What follows belongs to an exercise in optimizing a design on an open flow for small area, a short achievable clock period and few clock cycles; a production flow would make more cautious choices.
Power is estimated from default activity; no workload was simulated.

==> run a: inputs <==
==> flow/design.v (excerpt) <==
module buffet_top (
    input  logic                  clk,
    input  logic                  nreset_i,
    input  logic                  push_valid_i,
    input  buffet_pkg::data_t     push_data_i,
    input  logic                  credit_req_i,
    output logic                  credit_valid_o,
    output buffet_pkg::count_t    credit_o,
    input  logic                  read_valid_i,
    input  buffet_pkg::read_req_t read_req_i,
    output logic                  read_ready_o,
    output logic                  read_data_valid_o,
    output buffet_pkg::data_t     read_data_o,
    input  logic                  read_data_ready_i,
    input  logic                  update_valid_i,
    input  buffet_pkg::idx_t      update_offset_i,
    input  buffet_pkg::data_t     update_data_i
);
Settings: LEC_CHECK=0, ABC_CLOCK_PERIOD_IN_PS=2200, CAP_MARGIN=20, CORE_MARGIN=2, CORE_UTILIZATION=60, CTS_CLUSTER_DIAMETER=80, CTS_CLUSTER_SIZE=24, SETUP_SLACK_MARGIN=2.2, SLEW_MARGIN=20; clock period 4.4 ns.
standard.sh (not shown) runs the stock make flow with config.mk's settings and CLKGATE_MAP_FILE= SYNTH_SCRIPT=/design/flow/synth_recipe.tcl, a recipe that flattens the netlist after the stock synthesis.
==> flow/flow/run.sh <==
#!/bin/bash
# The standard layout, with three changes to how it is made: adders
# are left to ABC as plain gates (no full/half adder cells), sizing may
# change a cell's footprint, and the port buffers are buf_4 cells.
# make's output goes to make.log; each ORFS step keeps its own log under
# orfs/logs
set -euo pipefail
bash standard.sh ADDER_MAP_FILE= MATCH_CELL_FOOTPRINT=0 \
    "BUFFER_PORTS_ARGS=-buffer_cell sky130_fd_sc_hd__buf_4" finish > make.log 2>&1
==> run b (differences from run a) <==
--- a/flow/design.v
+++ b/flow/design.v
@@ -95,32 +95,38 @@
     input  buffet_pkg::idx_t     alloc_idx_i,
     output logic [1:0]           wu_v_o,
     output buffet_pkg::idx_t     wu_idx0_o,
     output buffet_pkg::idx_t     wu_idx1_o,
     output logic [1:0]           wu_next_o,
     output logic [1:0]           wu_sel_o,
     output logic [1:0]           wu_retire_o,
     output logic                 wu_room_o,
-    output buffet_pkg::wr_port_t ram_wr_o
+    output logic [buffet_pkg::DEPTH-1:0] ram_wr_row_o,
+    output buffet_pkg::data_t    ram_wr_data_o
 );
     logic [1:0] v_q;
     logic [1:0] arr_q;
     logic old_q;
     buffet_pkg::idx_t idx_q [2];
     buffet_pkg::data_t data_q [2];
     buffet_pkg::idx_t upd_idx;
     logic [1:0] nxt;
     logic [1:0] wait_upd;
     logic [1:0] arrive;
     logic [1:0] sel;
     logic [1:0] wr;
     logic [1:0] drop;
     logic [1:0] retire;
     logic [1:0] take;
+    logic [1:0] arr_d;
+    buffet_pkg::idx_t idx_d [2];
+    logic [buffet_pkg::DEPTH-1:0] wrow_q;
+    logic [buffet_pkg::DEPTH-1:0] wrow_d;
+    logic [buffet_pkg::DEPTH-1:0] push_row;
     assign upd_idx = head_i + update_offset_i;
     assign nxt[0] = !v_q[0];
     assign nxt[1] = v_q[0] && !v_q[1];
     assign take = alloc_i ? nxt : 2'b00;
     assign wait_upd = v_q & ~arr_q;
     assign arrive[0] = update_valid_i && wait_upd[0] && !(wait_upd[1] && old_q);
     assign arrive[1] = update_valid_i && wait_upd[1] && !(wait_upd[0] && !old_q);
     assign sel[0] = arr_q[0];
@@ -134,52 +140,71 @@
     assign retire = wr | drop;
     always_ff @(posedge clk or negedge nreset_i) begin
         if (!nreset_i) begin
             v_q <= '0;
             arr_q <= '0;
             old_q <= 1'b0;
         end else begin
             v_q <= (v_q & ~retire) | take;
-            arr_q <= (arr_q & ~retire) | arrive;
+            arr_q <= arr_d;
             if (take[0]) begin
                 old_q <= v_q[1] && !retire[1];
             end else if (take[1]) begin
                 old_q <= !(v_q[0] && !retire[0]);
             end
         end
     end
-    always_ff @(posedge clk) begin
+    always_comb begin
         for (int k = 0; k < 2; k++) begin
             if (!v_q[k]) begin
-                idx_q[k] <= alloc_idx_i;
+                idx_d[k] = alloc_idx_i;
             end else if (arrive[k]) begin
-                idx_q[k] <= upd_idx;
+                idx_d[k] = upd_idx;
+            end else begin
+                idx_d[k] = idx_q[k];
             end
+        end
+    end
+    assign arr_d = (arr_q & ~retire) | arrive;
+    always_comb begin
+        for (int r = 0; r < buffet_pkg::DEPTH; r++) begin
+            wrow_d[r] = arr_d[0] ? (idx_d[0] == buffet_pkg::idx_t'(r)) :
+                        (arr_d[1] && idx_d[1] == buffet_pkg::idx_t'(r));
+        end
+    end
+    always_ff @(posedge clk) begin
+        for (int k = 0; k < 2; k++) begin
+            idx_q[k] <= idx_d[k];
             if (arrive[k]) begin
                 data_q[k] <= update_data_i;
             end
         end
     end
+    always_ff @(posedge clk or negedge nreset_i) begin
+        if (!nreset_i) begin
+            wrow_q <= '0;
+        end else begin
+            wrow_q <= wrow_d;
+        end
+    end
     assign wu_v_o = v_q;
     assign wu_idx0_o = idx_q[0];
     assign wu_idx1_o = idx_q[1];
     assign wu_next_o = nxt;
     assign wu_sel_o = sel;
     assign wu_retire_o = retire;
     assign wu_room_o = !(v_q[0] && v_q[1]);
     always_comb begin
-        if (push_wr_i.en) begin
-            ram_wr_o = push_wr_i;
-        end else begin
-            ram_wr_o.en = |arr_q;
-            ram_wr_o.idx = arr_q[0] ? idx_q[0] : idx_q[1];
-            ram_wr_o.data = arr_q[0] ? data_q[0] : data_q[1];
+        for (int r = 0; r < buffet_pkg::DEPTH; r++) begin
+            push_row[r] = (push_wr_i.idx == buffet_pkg::idx_t'(r));
         end
     end
+    assign ram_wr_row_o = push_wr_i.en ? push_row : wrow_q;
+    assign ram_wr_data_o = push_wr_i.en ? push_wr_i.data : (arr_q[0] ? data_q[0] : data_q[1]);
 endmodule
 `timescale 1ns/1ps
 module buffet_read_ctrl #(
     parameter int QD = 3
 ) (
     input  logic                  clk,
     input  logic                  nreset_i,
     input  logic                  read_valid_i,
@@ -218,27 +243,17 @@
     logic [QD-1:0] q_v_q;
     logic ready_q;
     logic [buffet_pkg::DEPTH-1:0] rd_oh_q;
     logic [buffet_pkg::DEPTH-1:0] oh_new;
     logic [buffet_pkg::DEPTH-1:0] oh_next;
     logic byp;
     logic accept;
     logic enq;
-    logic cand_avail;
-    logic issue_ok;
-    logic issue_all;
-    logic deq;
-    logic enq_q;
-    logic cand_q;
-    logic cand_wu;
-    logic cand_b0;
-    logic cand_b1;
-    logic in_blk0;
-    logic in_blk1;
+    logic issue;
     logic byp_push;
     logic byp_upd;
     logic unblocked;
     logic [QD:0][AW:0] e_pos;
     logic [QD:0] e_wu;
     logic [QD:0] e_pd;
     logic [QD:0] e_nx;
     logic [QD:0] e_b0_held;
@@ -257,32 +272,24 @@
     buffet_pkg::idx_t rel_wu1;
     buffet_pkg::idx_t rel_pos0;
     logic [1:0] take;
     assign read_ready_o = ready_q;
     assign accept = read_valid_i && ready_q;
     assign enq = accept && !read_req_i.is_shrink;
     assign shrink_o = accept && read_req_i.is_shrink;
     assign shrink_amount_o = read_req_i.offset;
-    assign cand_q = q_v_q[0];
-    assign cand_wu = cand_q ? q_wu_q[0] : read_req_i.will_update;
-    assign in_blk0 = wu_v_i[0] && rel_wu0 == read_req_i.offset;
-    assign in_blk1 = wu_v_i[1] && rel_wu1 == read_req_i.offset;
-    assign cand_b0 = cand_q ? q_b0_q[0] : in_blk0;
-    assign cand_b1 = cand_q ? q_b1_q[0] : in_blk1;
-    assign byp_push = push_valid_i && (cand_q ? q_nx_q[0] : (off == occ_i));
-    assign byp_upd = !push_valid_i && ((cand_b0 && wu_sel_i[0]) || (cand_b1 && wu_sel_i[1]));
-    assign unblocked = !(cand_b0 || cand_b1) || byp_upd;
-    assign cand_avail = (cand_q ? q_pd_q[0] : enq && off < occ_i) || byp_push;
-    assign issue_ok = (cand_q || enq) && unblocked && read_data_ready_i && (!cand_wu || wu_room_i);
-    assign issue_all = cand_avail && issue_ok;
-    assign deq = issue_all && cand_q;
-    assign enq_q = enq && !(issue_all && !cand_q);
-    assign alloc_o = issue_all && cand_wu;
-    assign ram_rd_idx_o = cand_q ? q_pos_q[0][AW-1:0] : e_pos[QD][AW-1:0];
+    assign byp_push = push_valid_i && q_nx_q[0];
+    assign byp_upd = !push_valid_i &&
+                     ((q_b0_q[0] && wu_sel_i[0]) || (q_b1_q[0] && wu_sel_i[1]));
+    assign unblocked = !(q_b0_q[0] || q_b1_q[0]) || byp_upd;
+    assign issue = q_v_q[0] && (q_pd_q[0] || byp_push) && unblocked &&
+                   read_data_ready_i && (!q_wu_q[0] || wu_room_i);
+    assign alloc_o = issue && q_wu_q[0];
+    assign ram_rd_idx_o = q_pos_q[0][AW-1:0];
     assign take = q_wu_q[0] ? wu_next_i : 2'b00;
     always_comb begin
         for (int i = 0; i < QD; i++) begin
             e_pos[i] = q_pos_q[i];
             e_wu[i] = q_wu_q[i];
             e_pd[i] = q_pd_q[i] || (push_valid_i && q_nx_q[i]);
             e_nx[i] = push_valid_i ? (q_pos_q[i] == tail1_i) : q_nx_q[i];
             e_b0_held[i] = q_b0_q[i] && !wu_retire_i[0];
@@ -306,59 +313,59 @@
         e_b1_held[QD] = wu_v_i[1] && !wu_retire_i[1] && rel_wu1 == read_req_i.offset;
         e_b0_gone[QD] = e_b0_held[QD] || (take[0] && rel_pos0 == read_req_i.offset);
         e_b1_gone[QD] = e_b1_held[QD] || (take[1] && rel_pos0 == read_req_i.offset);
     end
     assign valid_ext = {1'b0, q_v_q};
     assign valid_prev = {q_v_q[QD-2:0], 1'b1};
     always_comb begin
         for (int i = 0; i < QD; i++) begin
-            v_b[i] = q_v_q[i] || (enq_q && valid_prev[i]);
+            v_b[i] = q_v_q[i] || (enq && valid_prev[i]);
             pos_b[i] = q_v_q[i] ? e_pos[i] : e_pos[QD];
             wu_b[i] = q_v_q[i] ? e_wu[i] : e_wu[QD];
             pd_b[i] = q_v_q[i] ? e_pd[i] : e_pd[QD];
             nx_b[i] = q_v_q[i] ? e_nx[i] : e_nx[QD];
             b0_b[i] = q_v_q[i] ? e_b0_held[i] : e_b0_held[QD];
             b1_b[i] = q_v_q[i] ? e_b1_held[i] : e_b1_held[QD];
-            v_a[i] = valid_ext[i+1] || (enq_q && q_v_q[i]);
+            v_a[i] = valid_ext[i+1] || (enq && q_v_q[i]);
             pos_a[i] = valid_ext[i+1] ? e_pos[i+1] : e_pos[QD];
             wu_a[i] = valid_ext[i+1] ? e_wu[i+1] : e_wu[QD];
             pd_a[i] = valid_ext[i+1] ? e_pd[i+1] : e_pd[QD];
             nx_a[i] = valid_ext[i+1] ? e_nx[i+1] : e_nx[QD];
             b0_a[i] = valid_ext[i+1] ? e_b0_gone[i+1] : e_b0_gone[QD];
             b1_a[i] = valid_ext[i+1] ? e_b1_gone[i+1] : e_b1_gone[QD];
         end
     end
     always_ff @(posedge clk or negedge nreset_i) begin
         if (!nreset_i) begin
             q_v_q <= '0;
             ready_q <= 1'b1;
-        end else if (deq) begin
+        end else if (issue) begin
             q_v_q <= v_a;
             ready_q <= !v_a[QD-1];
         end else begin
             q_v_q <= v_b;
             ready_q <= !v_b[QD-1];
         end
     end
     always_comb begin
         for (int r = 0; r < buffet_pkg::DEPTH; r++) begin
             oh_new[r] = (e_pos[QD][AW-1:0] == buffet_pkg::idx_t'(r));
             oh_next[r] = (q_pos_q[1][AW-1:0] == buffet_pkg::idx_t'(r));
         end
     end
     always_ff @(posedge clk) begin
-        if (deq) begin
+        if (issue) begin
             rd_oh_q <= q_v_q[1] ? oh_next : oh_new;
         end else begin
             rd_oh_q <= q_v_q[0] ? rd_oh_q : oh_new;
         end
     end
     always_ff @(posedge clk) begin
-        if (deq) begin
+        if (issue) begin
             q_pos_q <= pos_a;
             q_wu_q <= wu_a;
             q_pd_q <= pd_a;
             q_nx_q <= nx_a;
             q_b0_q <= b0_a;
             q_b1_q <= b1_a;
         end else begin
             q_pos_q <= pos_b;
@@ -368,37 +375,38 @@
             q_b0_q <= b0_b;
             q_b1_q <= b1_b;
         end
     end
     always_ff @(posedge clk or negedge nreset_i) begin
         if (!nreset_i) begin
             read_data_valid_o <= 1'b0;
         end else begin
-            read_data_valid_o <= issue_all;
+            read_data_valid_o <= issue;
         end
     end
     assign byp = byp_push || byp_upd;
-    assign ram_rd_sel_o = byp ? '0 : (cand_q ? rd_oh_q : oh_new);
+    assign ram_rd_sel_o = byp ? '0 : rd_oh_q;
     always_ff @(posedge clk) begin
         read_data_o <= ram_rd_data_i | (ram_wr_data_i & {buffet_pkg::DATA_W{byp}});
     end
 endmodule
 `timescale 1ns/1ps
 module buffet_data_ram (
     input  logic                 clk,
-    input  buffet_pkg::wr_port_t wr_i,
+    input  logic [buffet_pkg::DEPTH-1:0] wr_row_i,
+    input  buffet_pkg::data_t    wr_data_i,
     input  logic [buffet_pkg::DEPTH-1:0] rd_sel_i,
     output buffet_pkg::data_t    rd_data_o
 );
     logic [buffet_pkg::DEPTH-1:0][buffet_pkg::DATA_W-1:0] mem;
     always_ff @(posedge clk) begin
         for (int r = 0; r < buffet_pkg::DEPTH; r++) begin
-            if (wr_i.en && wr_i.idx == buffet_pkg::idx_t'(r)) begin
-                mem[r] <= wr_i.data;
+            if (wr_row_i[r]) begin
+                mem[r] <= wr_data_i;
             end
         end
     end
     always_comb begin
         rd_data_o = '0;
         for (int r = 0; r < buffet_pkg::DEPTH; r++) begin
             rd_data_o = rd_data_o | (mem[r] & {buffet_pkg::DATA_W{rd_sel_i[r]}});
         end
@@ -437,17 +445,18 @@
     logic [1:0] wu_next;
     logic [1:0] wu_sel;
     logic [1:0] wu_retire;
     logic wu_room;
     buffet_pkg::idx_t ram_rd_idx;
     logic [buffet_pkg::DEPTH-1:0] ram_rd_sel;
     buffet_pkg::data_t ram_rd_data;
     buffet_pkg::wr_port_t push_wr;
-    buffet_pkg::wr_port_t ram_wr;
+    logic [buffet_pkg::DEPTH-1:0] ram_wr_row;
+    buffet_pkg::data_t ram_wr_data;
     buffet_window u_window (
         .clk             (clk),
         .nreset_i        (nreset_i),
         .push_valid_i    (push_valid_i),
         .credit_req_i    (credit_req_i),
         .shrink_i        (shrink),
         .shrink_amount_i (shrink_amount),
         .head_o          (head),
@@ -475,17 +484,18 @@
         .alloc_idx_i     (ram_rd_idx),
         .wu_v_o          (wu_v),
         .wu_idx0_o       (wu_idx0),
         .wu_idx1_o       (wu_idx1),
         .wu_next_o       (wu_next),
         .wu_sel_o        (wu_sel),
         .wu_retire_o     (wu_retire),
         .wu_room_o       (wu_room),
-        .ram_wr_o        (ram_wr)
+        .ram_wr_row_o    (ram_wr_row),
+        .ram_wr_data_o   (ram_wr_data)
     );
     buffet_read_ctrl u_read_ctrl (
         .clk               (clk),
         .nreset_i          (nreset_i),
         .read_valid_i      (read_valid_i),
         .read_req_i        (read_req_i),
         .read_data_ready_i (read_data_ready_i),
         .head_i            (head),
@@ -495,26 +505,27 @@
         .push_valid_i      (push_valid_i),
         .wu_v_i            (wu_v),
         .wu_idx0_i         (wu_idx0),
         .wu_idx1_i         (wu_idx1),
         .wu_next_i         (wu_next),
         .wu_sel_i          (wu_sel),
         .wu_retire_i       (wu_retire),
         .wu_room_i         (wu_room),
-        .ram_wr_data_i     (ram_wr.data),
+        .ram_wr_data_i     (ram_wr_data),
         .read_ready_o      (read_ready_o),
         .shrink_o          (shrink),
         .shrink_amount_o   (shrink_amount),
         .alloc_o           (alloc),
         .ram_rd_idx_o      (ram_rd_idx),
         .ram_rd_sel_o      (ram_rd_sel),
         .ram_rd_data_i     (ram_rd_data),
         .read_data_valid_o (read_data_valid_o),
         .read_data_o       (read_data_o)
     );
     buffet_data_ram u_ram (
         .clk         (clk),
-        .wr_i        (ram_wr),
+        .wr_row_i    (ram_wr_row),
+        .wr_data_i   (ram_wr_data),
         .rd_sel_i    (ram_rd_sel),
         .rd_data_o   (ram_rd_data)
     );
 endmodule
==> qor summary <==
                                                                                          run a                           run b
Clock network power                                                                   0.00395 W                       0.00381 W
Quantity of gates resized following cts                                                     253                              66
Leakage power                                                                           13.5 nW                         11.1 nW
Data required time at the worst endpoint                                                4760 ps                         4920 ps
Horizontal extent of the die                                                             230 µm                          221 µm
Synthesized-area fraction occupied by xor and xnor cells                                 0.0308                          0.0308
Status                                                                  complete, no violations         complete, no violations
Worst path setup slack after routing                                                    1400 ps                         2150 ps
Cell count after placement                                                                 3054                            2587
Post-synthesis cell area                                                              30600 µm²                       28300 µm²
Die Footprint                                                                         52900 µm²                       48900 µm²
Final Routed Wirelength                                                               120000 µm                        80800 µm
Vias in the first global route                                                            23300                           17600
Synth Area in Adders                                                                    0.00229                         0.00292
CORE AREA                                                                             50300 µm²                       46600 µm²
Max Fanout on Critical Path                                                                   7                               4
Crit path from                                                   u_window.head_q[1]$_DFFE_PN0P_  u_window.head_q[3]$_DFFE_PN0P_
Fraction of standard cell area in multi-input logic                                       0.295                           0.238
Proportion of netlist area held by the largest area contributor                           0.578                           0.635
Count of yosys warnings during synthesis                                                      7                               8
Delay of the slowest cell on the worst path                                              530 ps                          540 ps
Nets                                                                                       2706                            2179
Final core utilization                                                                    0.767                           0.700
Slowest library cell on the worst path                               sky130_fd_sc_hd__a2111oi_4         sky130_fd_sc_hd__or4b_4
Share of synthesized area spent on multiplexers                                          0.0248                          0.0196
Function was not checked in any run of this note: the RTL went through the layout flow alone.

[separate check: timing with driven ports]
The results above use ideal ports. As a check the final layouts listed here were re-extracted and re-timed, cells and wires unchanged. Step 1 assumes that a clkbuf_16 drives the clock port and a buf_2 every other input. Step 2, shift: input delay + t, output delay - t, t = (earliest + latest rising clock arrival at the registers) / 2. This alone moves slack from input paths to output paths. Three values: no drivers, after step 1, after step 2; two values: the first two.
| run | t, ns | setup slack, ns | hold WS [ns] | slew at the worst register clock pin (ns) |
|---|---|---|---|---|
| run a | 0.661 | 1.398 / 1.398 / 0.767 | 0.234 / 0.199 / 0.470 | 0.10 / 0.10 |
| run b | 0.643 | 2.149 / 2.094 / 1.451 | 0.351 / 0.315 / 0.519 | 0.10 / 0.10 |
After both steps every run listed still meets setup and hold. The setup slack of run b, which loses most, moves by -0.055 ns with the drivers and by -0.698 ns with both steps.
